From an optimization exercise on the open Yosys and OpenROAD flow, aimed at small area, a short achievable clock period and few clock cycles per item; shortcuts taken in it are not production practice.
Where RTL was checked, it was by simulation tests only, not by an equivalence proof against the original.
For run 5, only the layout was checked, not whether the RTL still works.
No activity file was given, so power comes from the tool's default toggle rates.

--- design.v ---
`timescale 1ns/100ps
`default_nettype none
module cm_top #(
    parameter logic [31:0] RF_BADDR = 32'd0      
) (
    input  wire         clk,
    input  wire         rst_n,
    input  wire  [31:0] rf_addr,
    input  wire         rf_wr,
    input  wire  [31:0] rf_cfg,
    output logic [31:0] rf_sts,
    output logic        mem_ce,
    output logic        mem_we,
    output logic [31:0] mem_addr,
    output logic [7:0]  mem_wr_data,
    input  wire  [7:0]  mem_rd_data
);
    logic sel_op1, sel_op2, sel_res, sel_nop, sel_start, sel_sts;
    assign sel_op1   = rf_wr & (rf_addr == RF_BADDR + 32'd0);
    assign sel_op2   = rf_wr & (rf_addr == RF_BADDR + 32'd1);
    assign sel_res   = rf_wr & (rf_addr == RF_BADDR + 32'd2);
    assign sel_nop   = rf_wr & (rf_addr == RF_BADDR + 32'd3);
    assign sel_start = rf_wr & (rf_addr == RF_BADDR + 32'd4);
    assign sel_sts   = rf_wr & (rf_addr == RF_BADDR + 32'd5);
    logic        running;        
    logic        done_q;         
    logic [10:1] s;              
    logic        first;          
    logic        second;         
    logic        last;           
    logic        rot;            
    logic        rz;             
    logic        ait;            
    logic        bit_q;          
    logic        b0;             
    logic [31:0] rd_cnt;         
    logic [31:0] nop_q;
    logic        go, pend, finish;
    logic        r_n, f_n, l_n;
    logic [10:1] s_n;
    assign go     = sel_start & rf_cfg[0] & ~running;
    assign pend   = first ? s[7] : s[10];                      
    assign finish = last & s[10];
    always_comb begin
        r_n = running;
        f_n = first;
        l_n = last;
        s_n = 10'd1;
        if (!running) begin
            if (go) begin
                r_n = 1'b1;
                f_n = 1'b1;
                l_n = 1'b0;
            end
        end else if (finish) begin
            r_n = 1'b0;
        end else if (pend) begin
            f_n = 1'b0;
            l_n = rz;
        end else if (last && !second && s[1]) begin
            s_n = 10'd1 << 4;                                    
        end else begin
            s_n = {s[9:1], 1'b0};
        end
    end
    always_ff @(posedge clk or negedge rst_n) begin
        if (!rst_n) begin
            running <= 1'b0;
            done_q  <= 1'b0;
            s       <= 10'd1;
            first   <= 1'b0;
            second  <= 1'b0;
            last    <= 1'b0;
            rot     <= 1'b0;
            ait     <= 1'b0;
            bit_q   <= 1'b0;
            b0      <= 1'b0;
            mem_ce  <= 1'b0;
            mem_we  <= 1'b0;
        end else begin
            if (sel_sts)
                done_q <= 1'b0;
            else if (running && finish)
                done_q <= 1'b1;
            running <= r_n;
            first   <= f_n;
            last    <= l_n;
            s       <= s_n;
            if (!running)
                second <= 1'b0;
            else if (pend)
                second <= first;
            rot     <= running & (((s[1] | s[3]) & ~last) |
                                  (first & s[6] & ~rz) |
                                  (~first & s[9] & (last | ~rz)));
            ait     <= running & (((s[6] | s[7] | s[8] | s[9]) & ~last) |
                                  (second & (s[1] | s[2])));
            bit_q   <= ait;
            b0      <= running & s[7] & ~last;
            mem_ce  <= r_n & ((|s_n[4:1]) ? ~l_n : ~f_n);
            mem_we  <= ~(|s_n[4:1]);
        end
    end
    always_ff @(posedge clk) begin
        if (sel_nop)
            nop_q <= rf_cfg;
        if (!running)
            rd_cnt <= 32'd0;
        else if (s[1] && !last)
            rd_cnt <= rd_cnt + 32'd1;
        rz <= (rd_cnt == nop_q);
    end
    assign rf_sts = {31'd0, done_q};
    logic [31:0] b_p, c_p, inc;
    assign inc = mem_addr + {31'd0, mem_ce};
    always_ff @(posedge clk or negedge rst_n) begin
        if (!rst_n) begin
            mem_addr <= 32'd0;
            b_p      <= 32'd0;
            c_p      <= 32'd0;
        end else begin
            if (sel_op1)
                mem_addr <= rf_cfg;
            else if (rot)
                mem_addr <= b_p;
            else
                mem_addr <= inc;
            if (sel_op2)
                b_p <= rf_cfg;
            else if (rot)
                b_p <= c_p;
            if (sel_res)
                c_p <= rf_cfg;
            else if (rot)
                c_p <= inc;
        end
    end
    logic [7:0] s_q, x1, y1, x2r, y2r, x2n, y2n;
    assign x2n = s[4] ? {mem_rd_data[3:0], mem_rd_data[7:4]} : {x2r[1:0], x2r[7:2]};
    assign y2n = s[5] ? {mem_rd_data[5:0], mem_rd_data[7:6]} : {y2r[1:0], y2r[7:2]};
    always_ff @(posedge clk) begin
        s_q <= mem_rd_data;                                       
        if (s[3]) begin
            x1 <= s_q;
            y1 <= mem_rd_data;
        end
        x2r <= x2n;
        y2r <= y2n;
    end
    function automatic logic [2:0] bdec(input logic [2:0] w);
        bdec = {w[2],
                (w[2] & ~w[1] & ~w[0]) | (~w[2] & w[1] & w[0]),
                w[1] ^ w[0]};
    endfunction
    function automatic logic [11:0] bterm(input logic [7:0] m, input logic [2:0] d, input logic inv);
        logic        neg;
        logic [10:0] mag;
        neg = d[2] ^ inv;
        mag = d[0] ? {{3{m[7]}}, m} : (d[1] ? {{2{m[7]}}, m, 1'b0} : 11'd0);
        bterm = {neg, mag ^ {11{neg}}};
    endfunction
    logic [2:0] dx, dy;              
    always_ff @(posedge clk) begin
        dx <= bdec({x2n[1:0], x2n[7] & ~s[6]});
        dy <= bdec({y2n[1:0], y2n[7] & ~s[6]});
    end
    logic [11:0] ta, tb, tc, td;
    logic [10:0] abx, aby;
    logic        cbx, cby;
    assign ta = bterm(x1, dx, 1'b0);
    assign tb = bterm(y1, dy, 1'b1);
    assign tc = bterm(x1, dy, 1'b0);
    assign td = bterm(y1, dx, 1'b0);
    always_ff @(posedge clk) begin
        abx <= ta[10:0] + tb[10:0] + {10'd0, ta[11]};
        cbx <= tb[11];
        aby <= tc[10:0] + td[10:0] + {10'd0, tc[11]};
        cby <= td[11];
    end
    logic [8:0]  px, py;
    logic [7:0]  lx, ly, lyn;
    logic [10:0] tx, ty;
    assign tx  = (b0 ? 11'd0 : {{2{px[8]}}, px}) + abx + {10'd0, cbx};
    assign ty  = (b0 ? 11'd0 : {{2{py[8]}}, py}) + aby + {10'd0, cby};
    assign lyn = bit_q ? {ty[1:0], ly[7:2]} : ly;
    always_ff @(posedge clk) begin
        if (bit_q) begin
            px <= tx[10:2];
            py <= ty[10:2];
            lx <= {tx[1:0], lx[7:2]};
            ly <= lyn;
        end
    end
    always_ff @(posedge clk) begin
        if (s[4] || (s[1] && last))
            mem_wr_data <= lyn;
        else if (s[5])
            mem_wr_data <= py[7:0];
        else if (s[6])
            mem_wr_data <= {8{py[8]}};
        else if (s[7])
            mem_wr_data <= lx;
        else if (s[8])
            mem_wr_data <= px[7:0];
        else if (s[9])
            mem_wr_data <= {8{mem_wr_data[7]}};
    end
endmodule
`default_nettype wire
--- flow/run.sh ---
#!/bin/bash
# Standard layout, with plain buffers (instead of delay buffers) on the ports
# and a clock tree without dummy loads.
export BUFFER_PORTS_ARGS="-buffer_cell sky130_fd_sc_hd__buf_2"
export CTS_ARGS="-sink_clustering_enable -repair_clock_nets -dont_use_dummy_load"
bash standard.sh > standard.log 2>&1
--- standard.sh ---
#!/bin/bash
# synth_recipe.tcl (not shown) runs the flow's synth.tcl, then flattens the netlist and writes it again
# the make line also repeats each setting of config.mk as NAME=value (left out here)
make -C /OpenROAD-flow-scripts/flow DESIGN_CONFIG=/design/flow/config.mk WORK_HOME=/design/flow/orfs CLKGATE_MAP_FILE= SYNTH_SCRIPT=/design/flow/synth_recipe.tcl "${@:-finish}"
--- config.mk ---
export PLATFORM = sky130hd
export DESIGN_NAME = cm_top
export DESIGN_NICKNAME = cm_top
export VERILOG_FILES = /design/flow/design.v
export SDC_FILE = /design/flow/constraint.sdc
export NUM_CORES = 4
export LEC_CHECK = 0
export CAP_MARGIN = 20
export CORE_MARGIN = 2
export CORE_UTILIZATION = 40
export PLACE_DENSITY = 0.65
export SETUP_SLACK_MARGIN = 2.45
export SLEW_MARGIN = 20
--- constraint.sdc ---
create_clock -name core_clock -period 5.0 [get_ports {clk}]
set_input_delay 1.0000 -clock core_clock [delete_from_list [all_inputs] [get_ports {clk}]]
set_output_delay 1.0000 -clock core_clock [all_outputs]
set_load 0.01 [all_outputs]
==> results of run 1 <==
[synth_stat cells (all sizes together) (20+ instances only)]
library cell | instances | area share, %
nand4 | 20 | 0.86
nand3 | 26 | 0.96
ha | 37 | 3.2
dfxtp | 85 | 12
mux2i | 77 | 5.3
buf | 45 | 2.1
nor3 | 24 | 0.86
xnor2 | 80 | 4.8
nor2 | 129 | 3.3
edfxtp | 90 | 19
o21ai | 84 | 2.9
nor4 | 20 | 0.95
a22oi | 28 | 1.4
xor2 | 76 | 4.6
mux2 | 21 | 1.6
a21oi | 64 | 2.2
clkbuf | 46 | 1.2
nor2b | 37 | 1.6
inv | 39 | 1.0
dfrtp | 116 | 20
nand2 | 113 | 2.9
[critical path: stages (launching register included)]
cell and delay, ns:
dfxtp_4 0.38, nor2b_4 0.22, a22oi_1 0.11, xnor2_1 0.16
ha_1 0.36, and2_1 0.19, a32oi_2 0.21, o311ai_2 0.16
o31ai_1 0.29, buf_4 0.17, o21ai_1 0.08, xor2_1 0.14
[worst max path at each step]
stage               slack, ns  depth (start not counted)        start        end
finish                   2.41                         11        dx[0]     aby[7]
global route             2.31                         11        dx[0]     aby[7]
CTS                      2.36                          7   rf_addr[6]  nop_q[30]
detailed placement       1.43                          6  rf_addr[10]    b_p[27]
global placement         1.60                          6  rf_addr[10]    b_p[17]
floorplan                2.46                          7  rf_addr[26]    c_p[27]
[per-stage QoR]
stage	area [um^2]	std cells	hold slack (ns)
floorplan	14730	1437	0.3312
finish	17030	2019	0.3342
CTS	16590	1986	0.3428
global placement	15490	1934	0.3325
detailed placement	15490	1934	0.3358
global route	17020	2018	0.3419
[cell families (layout without fill, tap and decap cells)]
family	after synthesis	in the layout	synth area share, %
muxes	98	98	6.919
other	1	35	0.02576
DFF	292	292	50.37
xor gates and xnor gates	156	156	9.385
AOI/OAI and AO/OA	252	252	10.57
buffers and inverters	131	245	4.297
and+or+nand+nor	434	437	14.42
adders and majority gates	43	43	4.005
[where the power goes]
group	internal (mW)	switching (mW)	total [mW]
clock network	1.19	0.868	2.06
registers	2.45	0.000762	2.45
logic	0.0239	0.0664	0.0903
total	3.67	0.935	4.60
[sequential cells by signal, indices dropped and copies added, names as in the netlist, 2 cells and up]
name	count
abx	11
s_q	8
dy	2
px	9
mem_addr	32
s	10
aby	11
mem_wr_data	8
y2r	8
x1	8
lx	8
nop_q	32
c_p	32
y1	8
rd_cnt	32
b_p	32
py	9
ly	8
dx	2
x2r	8
[metal layers]
layer	track usage, %	vias to the layer above	part of all wire [%]	wire length [um]
met2	27.69	335	44	15960
met5	0	-	0.033	12
met4	7.068	2	2.8	1014
li1	-	5177	-	-
met1	26.21	5238	46	16740
met3	3.401	67	6.5	2328
[repair_timing]
action                                  in CTS  in global routing
cloned                                       1                  2
hold buffers                                 0                  0
pin swaps                                    5                 27
hold endpoints to repair                     0                  0
endpoints found under the setup margin     124                122
buffers inserted                            17                 27
gates resized for setup                     28                 50
[cell type report]
type                       instances  area share, %
antenna                            4        0.05879
clock buffer                      34          4.997
inverter                          40         0.9039
multi-input combinational       1017          41.37
sequential                       292          43.19
tap                              461          3.388
timing repair buffer             171          6.092
==> results.toml, run 1 <==
[placed_design]
gp_congestion = 0.8212
dpl.hpwl_um = 24030
pre_cts_slack_ns = 1.434
port_buffers = 117

[critical_path]
critPathArrivalTime_ns = 2.96
regToRegSetupSlack_ns = 2.41
reg2reg_from = "dx[0]"
crit_path_end_kind = "flop"
r2r_cells = 11
critPathMaxFanout = 9
required_ns = 5.37
r2r-end = "aby[7]"
crit_path_start_kind = "flop"
crit_type = "reg2reg"

[cells_and_area]
layout_common_cells = "nor2_1 (127), buf_2 (116), dfrtp_1 (114)"
nets = 1674
fin_util_pct = 47.64
fillers = 3246
final_common_cell = "nor2_1"
area_growth_pct = 16.96
seq_area_um2 = 7353
drive_above_1_share_pct = 19.05
multiInputGateArea_um2 = 7044

[sta]
slew_viol_final = 0
worst_slew_margin_rel_pct = 35.61
worstMarginPinSlew_ns = 0.9659
hold_viol = 0
finClkSkew_ns = 0.03447
max_freq_mhz = 386.1
tns_ns = 0
finalWorstSetupSlack_ns = 2.410
fin_crit_sh_pct = 51.81
fin_crit_ns = 2.590
finalSetupViolCount = 0
rsz0062_at_grt = "true"

[clock_tree]
clock_latency_ns = 0.51
htreeDepth = 2
cts_root_buf = "clkbuf_16"
cts_made_buffers = 34
clk_pin_slew_ns = 0.06
cts_max_path_buffers = 3
cts.sinks = 292
cts_tree = "yes"

[global_route]
grt_max_degree = 62
overflow = 0
antenna_found_initial = 4
grt_pass1_wl_um = 56110
grt_pass1_vias = 10360
grt_use_total_pct = 18.37

[synthesis]
yosysWarnings = 1
synth_edf_count = 90
synthFlopType = "dfrtp_1"
ys_ff_latch = 292
postSynthAreaPerCell_um2 = 10.35
syn_inst = 1407
async_flop_share_pct = 40.07
yosysSeqAreaShare_pct = 50.37
ys_types = 61
netlist_area_um2 = 14560

[die]
die_area_um2 = 37940
pin_count = 149
core-area_um2 = 35740
dieHeight_um = 194.8
rows = 69
start_util_pct = 40.73
die_width_um = 194.8

[hold_path]
worst_hold_path_type = "reg2reg"
holdPathEnd = "bit_q"
hp-start = "ait"
holdPathStages = 0

[drt]
drt_wl_total_um = 36060
drc = 0
drt_iter0_drc = 813
final_antenna_net_count = 0
wl_per_cell_um = 17.86
drtPass1Iterations = 5
vias_per_cell = 5.359
vias = 10820

[power]
power_mw = 4.602
leakage_nw = 6.568
peakVddDrop_mv = 0.2033
power_density_nw_per_um2 = 270.3

[run_status]
status = "no timing/DRC/antenna violations"

[job]
drv_cap = 0
Testbench counts, summed over its fixed seeds: cycles 15,065, ops 1,445.
==> run 2, diff against run 1 <==
--- a/config.mk
+++ b/config.mk
@@ -10,3 +10,3 @@
 export CORE_UTILIZATION = 40
-export PLACE_DENSITY = 0.65
+export PLACE_DENSITY = 0.6
 export SETUP_SLACK_MARGIN = 2.45
==> run 2 against run 1 <==
Worst hold slack improved by 0.010 ns. Utilization grew 0.056 points. Cell area is 0.12% higher. Still clean. Maximum frequency rose by 3.4%. Flip-flop and latch count unchanged. Area after synthesis unchanged. Largest power group unchanged. Die area stayed put. Register-to-register slack better by 0.12 ns. Via count is 2.2% lower.
==> results.toml, run 2 <==
[synthesis]
ys_types = 61
netlist_area_um2 = 14560
ys_ff_latch = 292
yosysWarnings = 1
async_flop_share_pct = 40.07
yosysSeqAreaShare_pct = 50.37
synthFlopType = "dfrtp_1"
netlist_top_cells_area = "dfrtp_1 (20%), edfxtp_1 (19%), dfxtp_1 (12%)"
syn_inst = 1407
yosys-top-cells-count = "nor2_1 (129), dfrtp_1 (116), nand2_1 (113)"
synth_edf_count = 90
postSynthAreaPerCell_um2 = 10.35
yosysTopAreaCellShare_pct = 19.94
synth_most_common_cell = "nor2_1"
synth.largest_area_cell = "dfrtp_1"

[drt]
vias_per_cell = 5.232
met3_length_um = 1714
routed.top_layer = "met4"
vias = 10580
drt_iter0_drc = 729
wl_met2_um = 16090
drt-met1-wl_um = 17690
drtPass1Iterations = 5
final_antenna_net_count = 0
wl_per_cell_um = 17.93
drc = 0
drt_wl_total_um = 36250

[sta]
finClkSkew_ns = 0.05209
tns_ns = 0
worst_slew_margin_rel_pct = 33.97
fin_crit_ns = 2.504
finalWorstSetupSlack_ns = 2.496
rsz0062_at_grt = "true"
slew_viol_final = 0
worstMarginPinSlew_ns = 0.9905
hold_viol = 0
holdWs_ns = 0.3446
max_freq_mhz = 399.4
fin_crit_sh_pct = 50.08
finalSetupViolCount = 0

[power]
power_density_nw_per_um2 = 270.2
leakage_nw = 6.595
peakVddDrop_mv = 0.2159

[placed_design]
dpl.hpwl_um = 24610
port_buffers = 117
pre_cts_slack_ns = 1.452
gp_congestion = 0.8276
dpl.cell_count = 1935

[global_route]
antenna_found_initial = 1
grt_pass1_wl_um = 56130
grt_use_total_pct = 18.49
grt_pass1_vias = 10190
overflow = 0
grt_max_degree = 65

[critical_path]
crit_path_end_kind = "flop"
critPathArrivalTime_ns = 2.65
r2r_cells = 10
reg2reg_from = "b0"
r2r-end = "py[8]"
cpPeakStageDelay_ns = 0.58
cp_slowest_cell = "or4_4"
regToRegSetupSlack_ns = 2.53
required_ns = 5.15
crit_type = "in2reg"
critPathMaxFanout = 16
crit_path_start_kind = "primary input"
path_cells = "buf_2 > or4_4 > nor2_2 > and2_1 > and3_4"

[hold_path]
holdPathStages = 0
holdPathEnd = "bit_q"
hp-start = "ait"
worst_hold_path_type = "reg2reg"

[clock_tree]
cts_root_buf = "clkbuf_16"
clk_pin_slew_ns = 0.05
cts_made_buffers = 34
cts.sinks = 292
clock_latency_ns = 0.52
cts_tree = "yes"
cts_max_path_buffers = 3
htreeDepth = 2
cts_hold_buf = 0

[cells_and_area]
nets = 1680
fillers = 3325
area_growth_pct = 17.09
layout_common_cells = "nor2_1 (126), buf_2 (116), dfrtp_1 (114)"
final_cells = 2022
final_common_cell = "nor2_1"
drive_above_1_share_pct = 19.36

[die]
dieHeight_um = 194.8
rows = 69
die_width_um = 194.8
start_util_pct = 40.73
pin_count = 149
core-area_um2 = 35740
die_area_um2 = 37940

[run_status]
status = "no timing/DRC/antenna violations"

[job]
drv_cap = 0
-- run 2: cell type report --
class	count	area (um^2)	share of cell area [%]
antenna	1	2.502	0.01468
clock buffer	34	850.8	4.991
inverter	40	153.9	0.9028
multi-input combinational	1016	7017	41.16
sequential	292	7356	43.15
tap	461	576.8	3.384
timing repair buffer	178	1090	6.393
-- run 2: logic make-up after synthesis --
logic type | share of synthesized area [%]
compound gates | 10.57
xor+xnor | 9.385
fa+ha+maj | 4.005
buf+inv | 4.297
flops | 50.37
mux | 6.919
other cells | 0.02576
simple gates | 14.42
-- run 2: metrics by stage --
| stage | cell area (um^2) | total power [mW] | util (%) |
|---|---|---|---|
| 4_1_cts | 16520 | 4.660 | 46.21 |
| 6_report | 17050 | 4.606 | 47.69 |
| 3_3_place_gp | 15480 | 2.587 | 43.32 |
| 3_5_place_dp | 15480 | 2.588 | 43.32 |
| 5_1_grt | 17050 | 4.764 | 47.69 |
| 2_1_floorplan | 14730 | 2.531 | - |
-- run 2: critical path: cells and delay by family --
family | cells | cell delay, ns
simple gates | 4 | 1.55
buf+inv | 1 | 0.10
-- run 2: where the power goes --
| group | internal, mW | total [mW] | switching, mW |
|---|---|---|---|
| Clock | 1.19 | 2.07 | 0.873 |
| Combinational | 0.0239 | 0.0891 | 0.0652 |
| Sequential | 2.45 | 2.45 | 0.000737 |
-- run 2: layer usage --
| metal | up-vias | global-route usage (%) |
|---|---|---|
| li1 | 5196 | - |
| met1 | 5086 | 27.15 |
| met2 | 249 | 28.46 |
| met3 | 49 | 2.655 |
| met4 | 0 | 5.202 |
| met5 | - | 0 |
-- run 2: worst max path at each step --
stage | startpoint | end | slack [ns] | depth (start not counted)
2_1_floorplan | rf_addr[26] | c_p[27] | 2.46 | 7
3_3_place_gp | rf_addr[3] | b_p[15] | 1.65 | 6
3_5_place_dp | rf_addr[10] | b_p[27] | 1.45 | 6
4_1_cts | mem_addr[10] | mem_addr[31] | 2.42 | 6
5_1_grt | rf_addr[5] | nop_q[4] | 2.37 | 7
6_report | rf_addr[26] | nop_q[4] | 2.50 | 5
-- run 2: repair_timing --
action | in CTS | in global routing
hold endpoints to repair | 0 | 0
resized for setup | 26 | 49
setup endpoints to repair | 118 | 98
cloned | 0 | 2
setup buffers | 11 | 39
pin swaps | 2 | 35
==> run 3, diff against run 2 <==
--- a/config.mk
+++ b/config.mk
@@ -9,3 +9,3 @@
 export CORE_MARGIN = 2
-export CORE_UTILIZATION = 40
+export CORE_UTILIZATION = 45
 export PLACE_DENSITY = 0.6
==> run 3 against run 2 <==
Still clean. Die area fell by 11%. Global-route usage rose by 2.6 points. Worst hold slack improved by 0.0055 ns. Flip-flop and latch count did not move. Critical path depth rose by 7. First-iteration DRC count rose by 7.4%. Largest cell class unchanged. Highest routed layer is now met5.
==> results.toml, run 3 <==
[run_status]
status = "no timing/DRC/antenna violations"

[clock_tree]
cts_made_buffers = 34
cts_hold_buf = 0
clock_latency_ns = 0.51
cts_root_buf = "clkbuf_16"
clk_pin_slew_ns = 0.06
htreeDepth = 2
cts_max_path_buffers = 3
cts_tree = "yes"
cts.sinks = 292

[cells_and_area]
fin_util_pct = 53.80
area_growth_pct = 17.22
layout_common_cells = "nor2_1 (127), buf_2 (117), dfrtp_1 (114)"
nets = 1676
multiInputGateArea_um2 = 7093
final_common_cell = "nor2_1"
stdcell_area_um2 = 17060
seq_area_um2 = 7353
fillers = 2856
drive_above_1_share_pct = 19.86

[sta]
finalSetupViolCount = 0
worst_slew_margin_rel_pct = 35.76
slew_viol_final = 0
worstMarginPinSlew_ns = 0.9635
rsz0062_at_grt = "true"
hold_viol = 0
fin_crit_ns = 2.537
finClkSkew_ns = 0.03771
max_freq_mhz = 394.2
fin_crit_sh_pct = 50.74
tns_ns = 0

[synthesis]
synth_most_common_cell = "nor2_1"
synth.largest_area_cell = "dfrtp_1"
synthFlopType = "dfrtp_1"
synth-simple-area-share_pct = 14.42
ys_ff_latch = 292
synth_fa_ha_area_share_pct = 4.005
synth_edf_count = 90
postSynthAreaPerCell_um2 = 10.35
yosys-top-cells-count = "nor2_1 (129), dfrtp_1 (116), nand2_1 (113)"
synthMuxAreaShare_pct = 6.919
yosysSeqAreaShare_pct = 50.37
synthXorXnorAreaFrac_pct = 9.385
netlist_top_cells_area = "dfrtp_1 (20%), edfxtp_1 (19%), dfxtp_1 (12%)"
netlist_area_um2 = 14560
synth_compound_area_share_pct = 10.57
syn_inst = 1407
yosysTopAreaCellShare_pct = 19.94
yosysWarnings = 1
async_flop_share_pct = 40.07
ys_types = 61
synth_top_family_by_area = "simple AND/OR/NAND/NOR gates"

[placed_design]
placed_area_um2 = 15410
dpl.hpwl_um = 23950
gp_congestion = 0.8377
port_buffers = 117

[critical_path]
cp_num_buf_inv = 3
crit_type = "reg2reg"
cp_slowest_cell = "dfxtp_2"
crit_path_start_kind = "flop"
crit_path_end_kind = "flop"
cp_top_family = "compound AO/OA/AOI/OAI gates"
critPathMostFrequentCell = "buf_4"
critPathMaxFanout = 4
cpPeakStageDelay_ns = 0.35
required_ns = 5.35
critPathArrivalTime_ns = 2.89
path_cells = "nor2b_4 > buf_12 > a22oi_2 > xnor2_2 > buf_4 > ha_1 > a32oi_2 > o311ai_2 > o31ai_1 > buf_4 > o21ai_2 > xor2_1"

[job]
drv_cap = 0

[global_route]
antenna_found_initial = 1
grt_pass1_vias = 10170
grt_use_total_pct = 21.10
grt_max_degree = 72
overflow = 0
grt_pass1_wl_um = 55770

[drt]
final_antenna_net_count = 0
vias = 10690
drtPass1Iterations = 5
drc = 0
drt_wl_total_um = 36210
vias_per_cell = 5.456
wl_per_cell_um = 18.48
drt_iter0_drc = 783

[power]
leakage_nw = 6.628
power_density_nw_per_um2 = 269.6
peakVddDrop_mv = 0.2264

[die]
core-area_um2 = 31720
die_area_um2 = 33800
dieHeight_um = 183.9
die_width_um = 183.9
rows = 65
pin_count = 149
start_util_pct = 45.90

[hold_path]
worst_hold_path_type = "reg2reg"
run 3: cell counts after synthesis:
Identical to the previous run, type by type.
run 3: final cells by class:
class | count | share of cell area (%)
timing repair buffer | 173 | 6.489
clock buffer | 34 | 4.986
sequential | 292 | 43.09
multi-input combinational | 1017 | 41.57
tap | 402 | 2.948
antenna | 1 | 0.01466
inverter | 40 | 0.9019
run 3: metal layers:
| layer | wire, um | GRT usage (%) |
|---|---|---|
| met2 | 15610 | 31.23 |
| met4 | 562 | 4.832 |
| met3 | 2363 | 4.695 |
| met5 | 63 | 1.333 |
| met1 | 17610 | 31.31 |
run 3: through the flow:
stage,std cells,total power [mW],hold WS [ns],setup slack [ns]
6_report,1959,4.600,0.3501,2.463
3_5_place_dp,1874,2.593,0.3364,1.510
2_1_floorplan,1437,2.531,0.3312,2.455
4_1_cts,1928,4.655,0.3476,2.314
3_3_place_gp,1874,2.592,0.3324,1.651
5_1_grt,1959,4.756,0.3789,2.315
run 3: kinds of logic after synthesis:
logic type,count (synthesis)
buffers and inverters,131
multiplexers,98
flip-flops,292
AO/OA/AOI/OAI,252
XOR/XNOR,156
adder cells (fa/ha/maj),43
AND/OR/NAND/NOR,434
other,1
run 3: power by group:
part	internal (mW)	total (mW)	switching [mW]
clock network	1.19	2.05	0.860
registers	2.45	2.45	0.000828
logic	0.0246	0.0949	0.0703
run 3: path summary, 6_finish.rpt:
path / startpoint / end / slack [ns] / cells past startpoint
min in group asynchronous: rst_n / c_p[24] / 0.59 / 1
max in group asynchronous: rst_n / c_p[7] / 3.54 / 2
worst max-delay path: dx[1] / aby[7] / 2.46 / 12
worst min-delay path: ait / bit_q / 0.35 / 0
worst min register to register: ait / bit_q / 0.35 / 0
worst max register to register: dx[1] / aby[7] / 2.46 / 12
run 3: timing repair:
| action | CTS | global route |
|---|---|---|
| pin swaps | 8 | 29 |
| setup buffers | 18 | 28 |
| setup endpoints to repair | 129 | 135 |
| cloned | 2 | 1 |
| gates resized for setup | 32 | 58 |
| hold endpoints to repair | 0 | 0 |
==> run 4, diff against run 3 <==
--- a/config.mk
+++ b/config.mk
@@ -9,3 +9,3 @@
 export CORE_MARGIN = 2
-export CORE_UTILIZATION = 45
+export CORE_UTILIZATION = 35
 export PLACE_DENSITY = 0.6
==> run 4 against run 3 <==
Highest routed layer unchanged. Largest cell class unchanged. Die area grew 28%. Sequential power is essentially flat. Maximum frequency grew 2.8%. Flip-flop and latch count is the same.
==> results.toml, run 4 <==
[synthesis]
synth_most_common_cell = "nor2_1"
synthFlopType = "dfrtp_1"
postSynthAreaPerCell_um2 = 10.35
netlist_area_um2 = 14560
syn_inst = 1407
synth_edf_count = 90
synth.largest_area_cell = "dfrtp_1"
ys_types = 61
async_flop_share_pct = 40.07
yosysTopAreaCellShare_pct = 19.94
yosys-top-cells-count = "nor2_1 (129), dfrtp_1 (116), nand2_1 (113)"
yosysWarnings = 1
ys_ff_latch = 292
yosysSeqAreaShare_pct = 50.37
netlist_top_cells_area = "dfrtp_1 (20%), edfxtp_1 (19%), dfxtp_1 (12%)"

[die]
pin_count = 149
start_util_pct = 35.57
dieHeight_um = 207.9
die_area_um2 = 43240
rows = 74
die_width_um = 207.9
core-area_um2 = 40920

[sta]
fin_crit_ns = 2.467
finalSetupViolCount = 0
slew_viol_final = 0
hold_viol = 0
rsz0062_at_grt = "true"
fin_crit_sh_pct = 49.35
tns_ns = 0
worstMarginPinSlew_ns = 0.9786
worst_slew_margin_rel_pct = 34.76
max_freq_mhz = 405.3
finClkSkew_ns = 0.05588
finalWorstSetupSlack_ns = 2.533

[critical_path]
critPathArrivalTime_ns = 2.87
crit_path_start_kind = "flop"
cp_num_buf_inv = 0
critPathMaxFanout = 12
cp_slowest_cell = "dfxtp_4"
critPathMostFrequentCell = "xnor2_1"
crit_start = "dy[0]"
r2r-end = "abx[7]"
cp.depth = 10
crit_path_end_kind = "flop"
crit_type = "reg2reg"
r2r_cells = 10
cp_top_family = "compound AO/OA/AOI/OAI gates"
reg2reg_from = "dy[0]"
regToRegSetupSlack_ns = 2.53
path_cells = "nor2b_4 > a22oi_1 > xnor2_1 > ha_1 > and2_0 > a32o_1 > a211oi_2 > o31ai_1 > a21oi_1 > xnor2_1"
cpPeakStageDelay_ns = 0.39
required_ns = 5.40
endpoint = "abx[7]"

[drt]
drt_iter0_drc = 723
vias_per_cell = 5.092
drc = 0
final_antenna_net_count = 0
vias = 10630
drt_wl_total_um = 36220
drtPass1Iterations = 7
wl_per_cell_um = 17.35

[global_route]
grt_use_met1_pct = 23.01
grt_pass1_wl_um = 56900
grt_pass1_vias = 10280
overflow = 0
antenna_found_initial = 4
use_met3_pct = 3.185
use_met2_pct = 25.21
grt_use_total_pct = 16.41
grt-busiest-layer = "met2"
grt_max_degree = 64

[clock_tree]
cts.sinks = 292
clk_pin_slew_ns = 0.05
cts_made_buffers = 34
cts_root_buf = "clkbuf_16"
htreeDepth = 2
clock_latency_ns = 0.53
cts_max_path_buffers = 3
cts_tree = "yes"

[placed_design]
pre_cts_slack_ns = 1.410
placed_area_um2 = 15620
port_buffers = 117
dpl.hpwl_um = 25610
gp_congestion = 0.8457

[job]
drv_cap = 0

[cells_and_area]
fillers = 3931
fin_util_pct = 41.76
stdcell_area_um2 = 17090
final_common_cell = "nor2_1"
nets = 1674
drive_above_1_share_pct = 18.79
layout_common_cells = "nor2_1 (129), buf_2 (117), dfrtp_1 (114)"
area_growth_pct = 17.40

[power]
power_mw = 4.622
peakVddDrop_mv = 0.1564
leakage_nw = 6.582
power_density_nw_per_um2 = 270.4

[run_status]
status = "no timing/DRC/antenna violations"

[hold_path]
worst_hold_path_type = "reg2reg"
run 4: per-layer routing:
layer	part of all wire (%)	up-vias
met1	46	5071
met2	45	291
met5	0.13	-
li1	-	5178
met3	5.7	81
met4	3.2	6
run 4: repair_timing:
item                                    4_1_cts  5_1_grt
buffers inserted                             15       27
gates resized for setup                      29       41
hold buffers                                  0        0
hold endpoints to repair                      0        0
pin swaps                                     3       28
endpoints found under the setup margin      131       84
run 4: worst min-delay path by stage:
| stage | start | to | slack (ns) | cells past startpoint |
|---|---|---|---|---|
| floorplan | ait | bit_q | 0.33 | 0 |
| finish | ait | bit_q | 0.36 | 0 |
| detailed placement | ait | bit_q | 0.35 | 0 |
| global route | ait | bit_q | 0.37 | 0 |
| CTS | ait | bit_q | 0.36 | 0 |
| global placement | ait | bit_q | 0.33 | 0 |
run 4: cell type report:
class	instances	area (um^2)	area share [%]
well taps	532	665.6	3.895
repair buffers	174	1054	6.164
flip-flops and latches	292	7353	43.03
diodes	1	2.502	0.01464
inverters	40	153.9	0.9005
multi-input cells	1014	7010	41.02
clock buffers	34	850.8	4.978
run 4: through the flow:
stage               instances  hold slack [ns]
floorplan                1437           0.3312
global placement         2010           0.3328
detailed placement       2010           0.3484
CTS                      2059           0.3602
global route             2087           0.3669
finish                   2087           0.3565
run 4: cells by family after synthesis:
family	share of synthesized area (%)
flops	50.37
other cells	0.02576
simple gates	14.42
buf+inv	4.297
xor+xnor	9.385
mux	6.919
compound gates	10.57
fa+ha+maj	4.005
run 4: report_power, final:
part | internal (mW) | switching, mW
clock network | 1.19 | 0.880
logic | 0.0252 | 0.0725
registers | 2.45 | 0.000705
run 4: worst reg2reg max path, delay by kind of cell, from the launching register on:
kind | cells | cell delay (ns)
AND/OR/NAND/NOR | 2 | 0.38
flip-flops | 1 | 0.39
XOR/XNOR | 2 | 0.29
AO/OA/AOI/OAI | 5 | 0.98
adder cells (fa/ha/maj) | 1 | 0.34
==> run 5, diff against run 4 <==
--- a/design.v
+++ b/design.v
@@ -18,8 +18,20 @@
     logic sel_op1, sel_op2, sel_res, sel_nop, sel_start, sel_sts;
-    assign sel_op1   = rf_wr & (rf_addr == RF_BADDR + 32'd0);
-    assign sel_op2   = rf_wr & (rf_addr == RF_BADDR + 32'd1);
-    assign sel_res   = rf_wr & (rf_addr == RF_BADDR + 32'd2);
-    assign sel_nop   = rf_wr & (rf_addr == RF_BADDR + 32'd3);
+    logic [31:0] rf_q;
     assign sel_start = rf_wr & (rf_addr == RF_BADDR + 32'd4);
     assign sel_sts   = rf_wr & (rf_addr == RF_BADDR + 32'd5);
+    always_ff @(posedge clk or negedge rst_n) begin
+        if (!rst_n) begin
+            sel_op1 <= 1'b0;
+            sel_op2 <= 1'b0;
+            sel_res <= 1'b0;
+            sel_nop <= 1'b0;
+        end else begin
+            sel_op1 <= rf_wr & (rf_addr == RF_BADDR + 32'd0);
+            sel_op2 <= rf_wr & (rf_addr == RF_BADDR + 32'd1);
+            sel_res <= rf_wr & (rf_addr == RF_BADDR + 32'd2);
+            sel_nop <= rf_wr & (rf_addr == RF_BADDR + 32'd3);
+        end
+    end
+    always_ff @(posedge clk)
+        rf_q <= rf_cfg;
     logic        running;        
@@ -105,3 +117,3 @@
         if (sel_nop)
-            nop_q <= rf_cfg;
+            nop_q <= rf_q;
         if (!running)
@@ -122,3 +134,3 @@
             if (sel_op1)
-                mem_addr <= rf_cfg;
+                mem_addr <= rf_q;
             else if (rot)
@@ -128,3 +140,3 @@
             if (sel_op2)
-                b_p <= rf_cfg;
+                b_p <= rf_q;
             else if (rot)
@@ -132,3 +144,3 @@
             if (sel_res)
-                c_p <= rf_cfg;
+                c_p <= rf_q;
             else if (rot)
@@ -161,2 +173,23 @@
     endfunction
+    function automatic logic [10:0] add11(input logic [10:0] a, input logic [10:0] b, input logic c);
+        logic [10:0] p, g, gp, pp, gn, pn;
+        logic [11:0] cy;
+        p  = a ^ b;
+        gp = a & b;
+        pp = p;
+        for (int d = 1; d < 11; d = d * 2) begin
+            gn = gp;
+            pn = pp;
+            for (int i = d; i < 11; i++) begin
+                gn[i] = gp[i] | (pp[i] & gp[i-d]);
+                pn[i] = pp[i] & pp[i-d];
+            end
+            gp = gn;
+            pp = pn;
+        end
+        cy[0] = c;
+        for (int i = 0; i < 11; i++)
+            cy[i+1] = gp[i] | (pp[i] & c);
+        add11 = p ^ cy[10:0];
+    endfunction
     logic [2:0] dx, dy;              
@@ -174,5 +207,5 @@
     always_ff @(posedge clk) begin
-        abx <= ta[10:0] + tb[10:0] + {10'd0, ta[11]};
+        abx <= add11(ta[10:0], tb[10:0], ta[11]);
         cbx <= tb[11];
-        aby <= tc[10:0] + td[10:0] + {10'd0, tc[11]};
+        aby <= add11(tc[10:0], td[10:0], tc[11]);
         cby <= td[11];
@@ -182,4 +215,4 @@
     logic [10:0] tx, ty;
-    assign tx  = (b0 ? 11'd0 : {{2{px[8]}}, px}) + abx + {10'd0, cbx};
-    assign ty  = (b0 ? 11'd0 : {{2{py[8]}}, py}) + aby + {10'd0, cby};
+    assign tx  = add11(b0 ? 11'd0 : {{2{px[8]}}, px}, abx, cbx);
+    assign ty  = add11(b0 ? 11'd0 : {{2{py[8]}}, py}, aby, cby);
     assign lyn = bit_q ? {ty[1:0], ly[7:2]} : ly;
--- a/config.mk
+++ b/config.mk
@@ -9,5 +9,5 @@
 export CORE_MARGIN = 2
-export CORE_UTILIZATION = 35
+export CORE_UTILIZATION = 40
 export PLACE_DENSITY = 0.6
-export SETUP_SLACK_MARGIN = 2.45
+export SETUP_SLACK_MARGIN = 2.65
 export SLEW_MARGIN = 20
==> run 5 against run 4 <==
Cell area increased by 6.2%. Utilization rose by 5.4 points. Sequential power up 13%. Total power is 11% higher. Area after synthesis rose by 6.4%. Critical path type unchanged.
==> results.toml, run 5 <==
[synthesis]
yosysWarnings = 1
netlist_area_um2 = 15490
ys_types = 66
yosysTopAreaCellShare_pct = 19.39
synth.largest_area_cell = "dfrtp_1"
synthFlopType = "dfrtp_1"
synth_most_common_cell = "dfrtp_1"
yosys-top-cells-count = "dfrtp_1 (120), dfxtp_1 (117), nand2_1 (117)"
yosysSeqAreaShare_pct = 52.13
async_flop_share_pct = 36.89
postSynthAreaPerCell_um2 = 10.60
netlist_top_cells_area = "dfrtp_1 (19%), edfxtp_1 (17%), dfxtp_1 (15%)"
ys_ff_latch = 328
synth_edf_count = 90
syn_inst = 1461

[placed_design]
pre_cts_slack_ns = 1.946
port_buffers = 117
placed_area_um2 = 16450
dpl.cell_count = 2037
dpl.hpwl_um = 25530
gp_congestion = 0.8487

[power]
power_mw = 5.145
leakage_nw = 7.441
seqPwrFrac_pct = 53.9
p_clk_share_pct = 44.7
comb_power_share_pct = 1.4
power_density_nw_per_um2 = 283.5
p_int_mw = 4.105
swShare_pct = 20.22
power_switching_mw = 1.040
peakVddDrop_mv = 0.2839

[clock_tree]
cts_max_path_buffers = 3
cts_root_buf = "clkbuf_16"
cts.sinks = 328
clk_pin_slew_ns = 0.06
cts_made_buffers = 38
cts_tree = "yes"
htreeDepth = 2
clock_latency_ns = 0.53

[critical_path]
required_ns = 5.37
critPathArrivalTime_ns = 2.78
cp_slowest_cell = "or3_4"
crit_path_end_kind = "flop"
cpPeakStageDelay_ns = 0.39
path_cells = "nor2b_4 > buf_6 > a22oi_2 > xnor2_1 > ha_2 > o21ai_2 > or3_4 > a31oi_4 > nor3_2 > mux2_4"
crit_path_start_kind = "flop"
crit_type = "reg2reg"
critPathMaxFanout = 5

[sta]
fin_crit_ns = 2.416
tns_ns = 0
slew_viol_final = 0
fin_crit_sh_pct = 48.32
finalWorstSetupSlack_ns = 2.584
worst_slew_margin_rel_pct = 38.27
worstMarginPinSlew_ns = 0.9259
rsz0062_at_grt = "true"
finalSetupViolCount = 0
hold_viol = 0
finClkSkew_ns = 0.07504
max_freq_mhz = 413.9

[cells_and_area]
final_cells = 2124
drive_above_1_share_pct = 19.68
stdcell_area_um2 = 18150
fillers = 3568
area_growth_pct = 17.20
final_common_cell = "nand2_1"
layout_common_cells = "nand2_1 (117), dfrtp_1 (116), buf_2 (116)"
diodes = 0
nets = 1726

[die]
rows = 72
dieHeight_um = 200.8
die_area_um2 = 40310
pin_count = 149
core-area_um2 = 38470
start_util_pct = 40.26
die_width_um = 200.8

[drt]
vias = 11320
vias_per_cell = 5.331
drtPass1Iterations = 5
drt_wl_total_um = 37510
wl_per_cell_um = 17.66
final_antenna_net_count = 0
drt_iter0_drc = 683
drc = 0

[hold_path]
worst_hold_path_type = "reg2reg"

[global_route]
overflow = 0
antenna_found_initial = 1
grt_max_degree = 77
grt_pass1_vias = 10770
grt_pass1_wl_um = 58660
grt_use_total_pct = 18.11

[run_status]
status = "no timing/DRC/antenna violations"

[job]
drv_cap = 0
-- run 5: cell types whose count changed after synthesis, moves of 11 or more --
cell     before  now
nor2_1      129   93
dfxtp_1      85  117
a21oi_1      64   39
and2_1       10   32
inv_1        38   21
xor2_1       76   61
mux2i_1      77   65
o21ai_0      84   96
a22oi_1      28   39
nor3_1       23   34
o31ai_1       4   15
-- run 5: cell type report --
type / instances / area (um^2) / share of cell area [%]
Multi-Input combinational cell: 1042 / 7293 / 40.18
Sequential cell: 328 / 8104 / 44.64
Clock buffer: 38 / 950.9 / 5.238
Inverter: 23 / 90.09 / 0.4963
Timing Repair Buffer: 175 / 1066 / 5.873
Tap cell: 518 / 648.1 / 3.570
-- run 5: worst paths after layout --
kind                       startpoint     endpoint  slack, ns  cells past startpoint
min                               ait        bit_q       0.35                      0
max reg2reg                     dy[0]      abx[10]       2.58                     10
max                             dy[0]      abx[10]       2.58                     10
min reg2reg                       ait        bit_q       0.35                      0
min in group asynchronous       rst_n      c_p[28]       0.49                      1
max in group asynchronous       rst_n  mem_addr[4]       3.58                      2
-- run 5: worst max-delay path: cells and delay by family, from the launching register on --
kind | cells | cell delay (ns)
AOI/OAI and AO/OA | 3 | 0.31
xor gates and xnor gates | 1 | 0.14
adders and majority gates | 1 | 0.35
buffers and inverters | 1 | 0.13
DFF | 1 | 0.38
muxes | 1 | 0.26
and+or+nand+nor | 3 | 0.68
-- run 5: timing repair --
item                                    4_1_cts  5_1_grt
resized for setup                            33       54
endpoints found under the setup margin       52       26
hold buffers                                  0        0
cloned                                        2        0
setup buffers                                26       21
pin swaps                                    10       36
-- run 5: per-layer routing --
| layer | track usage, % | vias up | share of wire (%) |
|---|---|---|---|
| li1 | - | 5453 | - |
| met1 | 25.33 | 5548 | 46 |
| met2 | 28.82 | 258 | 47 |
| met3 | 3.344 | 62 | 4.8 |
| met4 | 5.106 | 2 | 2.1 |
| met5 | 0 | - | 0.029 |
-- run 5: power groups by stage --
stage / Clock [mW] / Combinational, mW / Sequential [mW]
4_1_cts: 2.37 / 0.0715 / 2.77
3_3_place_gp: 0 / 0.0704 / 2.83
6_report: 2.30 / 0.0696 / 2.77
5_1_grt: 2.48 / 0.0786 / 2.77
3_5_place_dp: 0 / 0.0714 / 2.83
2_1_floorplan: 0 / 0.0306 / 2.82
-- run 5: logic make-up after synthesis --
kind of cell               after synthesis  synth area share, %
muxes                                   88                5.873
xor gates and xnor gates               142                8.030
AOI/OAI and AO/OA                      280                11.45
buffers and inverters                  123                3.789
other                                    1              0.02421
DFF                                    328                52.13
adders and majority gates               43                3.571
and+or+nand+nor                        456                15.13
-- run 5: metrics by stage --
stage	util (%)	hold slack [ns]
after floorplan	-	0.3290
after global placement	42.78	0.3342
after detailed placement	42.78	0.3347
after CTS	46.09	0.3474
after global routing	47.19	0.3727
final	47.19	0.3465

re-timing with driven ports:
The flow's constraints put no driver on any port. The routed layouts listed below were extracted and timed again, unchanged, in two steps.
Step 1 (the two cells are an assumption about what drives the block):
set clk [get_ports {clk}]
set_driving_cell -lib_cell sky130_fd_sc_hd__clkbuf_16 $clk
set_driving_cell -lib_cell sky130_fd_sc_hd__buf_2 [delete_from_list [all_inputs] $clk]
Step 2 times the ports against the registers' clock, not the clock port: input delays grow and output delays shrink by t, the midpoint of the rising clock arrivals with the driver on.
Three values: no drivers, after step 1, after step 2; two values: the first two.
run | shift t [ns] | slack for setup (ns) | hold slack, ns | clock arrival spread, ns | worst slew at a driven data input, ns
run 1 | 0.538 | 2.410 / 2.410 / 2.007 | 0.334 / 0.334 / 0.334 | 0.038 / 0.039 | 0.11
run 2 | 0.538 | 2.496 / 2.523 / 1.985 | 0.345 / 0.345 / 0.345 | 0.052 / 0.052 | 0.12
run 3 | 0.537 | 2.463 / 2.463 / 1.999 | 0.350 / 0.350 / 0.350 | 0.043 / 0.044 | 0.08
run 4 | 0.542 | 2.533 / 2.533 / 2.038 | 0.357 / 0.357 / 0.357 | 0.057 / 0.057 | 0.13
run 5 | 0.551 | 2.584 / 2.584 / 2.584 | 0.346 / 0.346 / 0.346 | 0.081 / 0.081 | 0.07
After both steps every run listed still meets setup and hold. The setup slack of run 2, which loses most, moves by +0.027 ns with the drivers and by -0.511 ns with both steps.
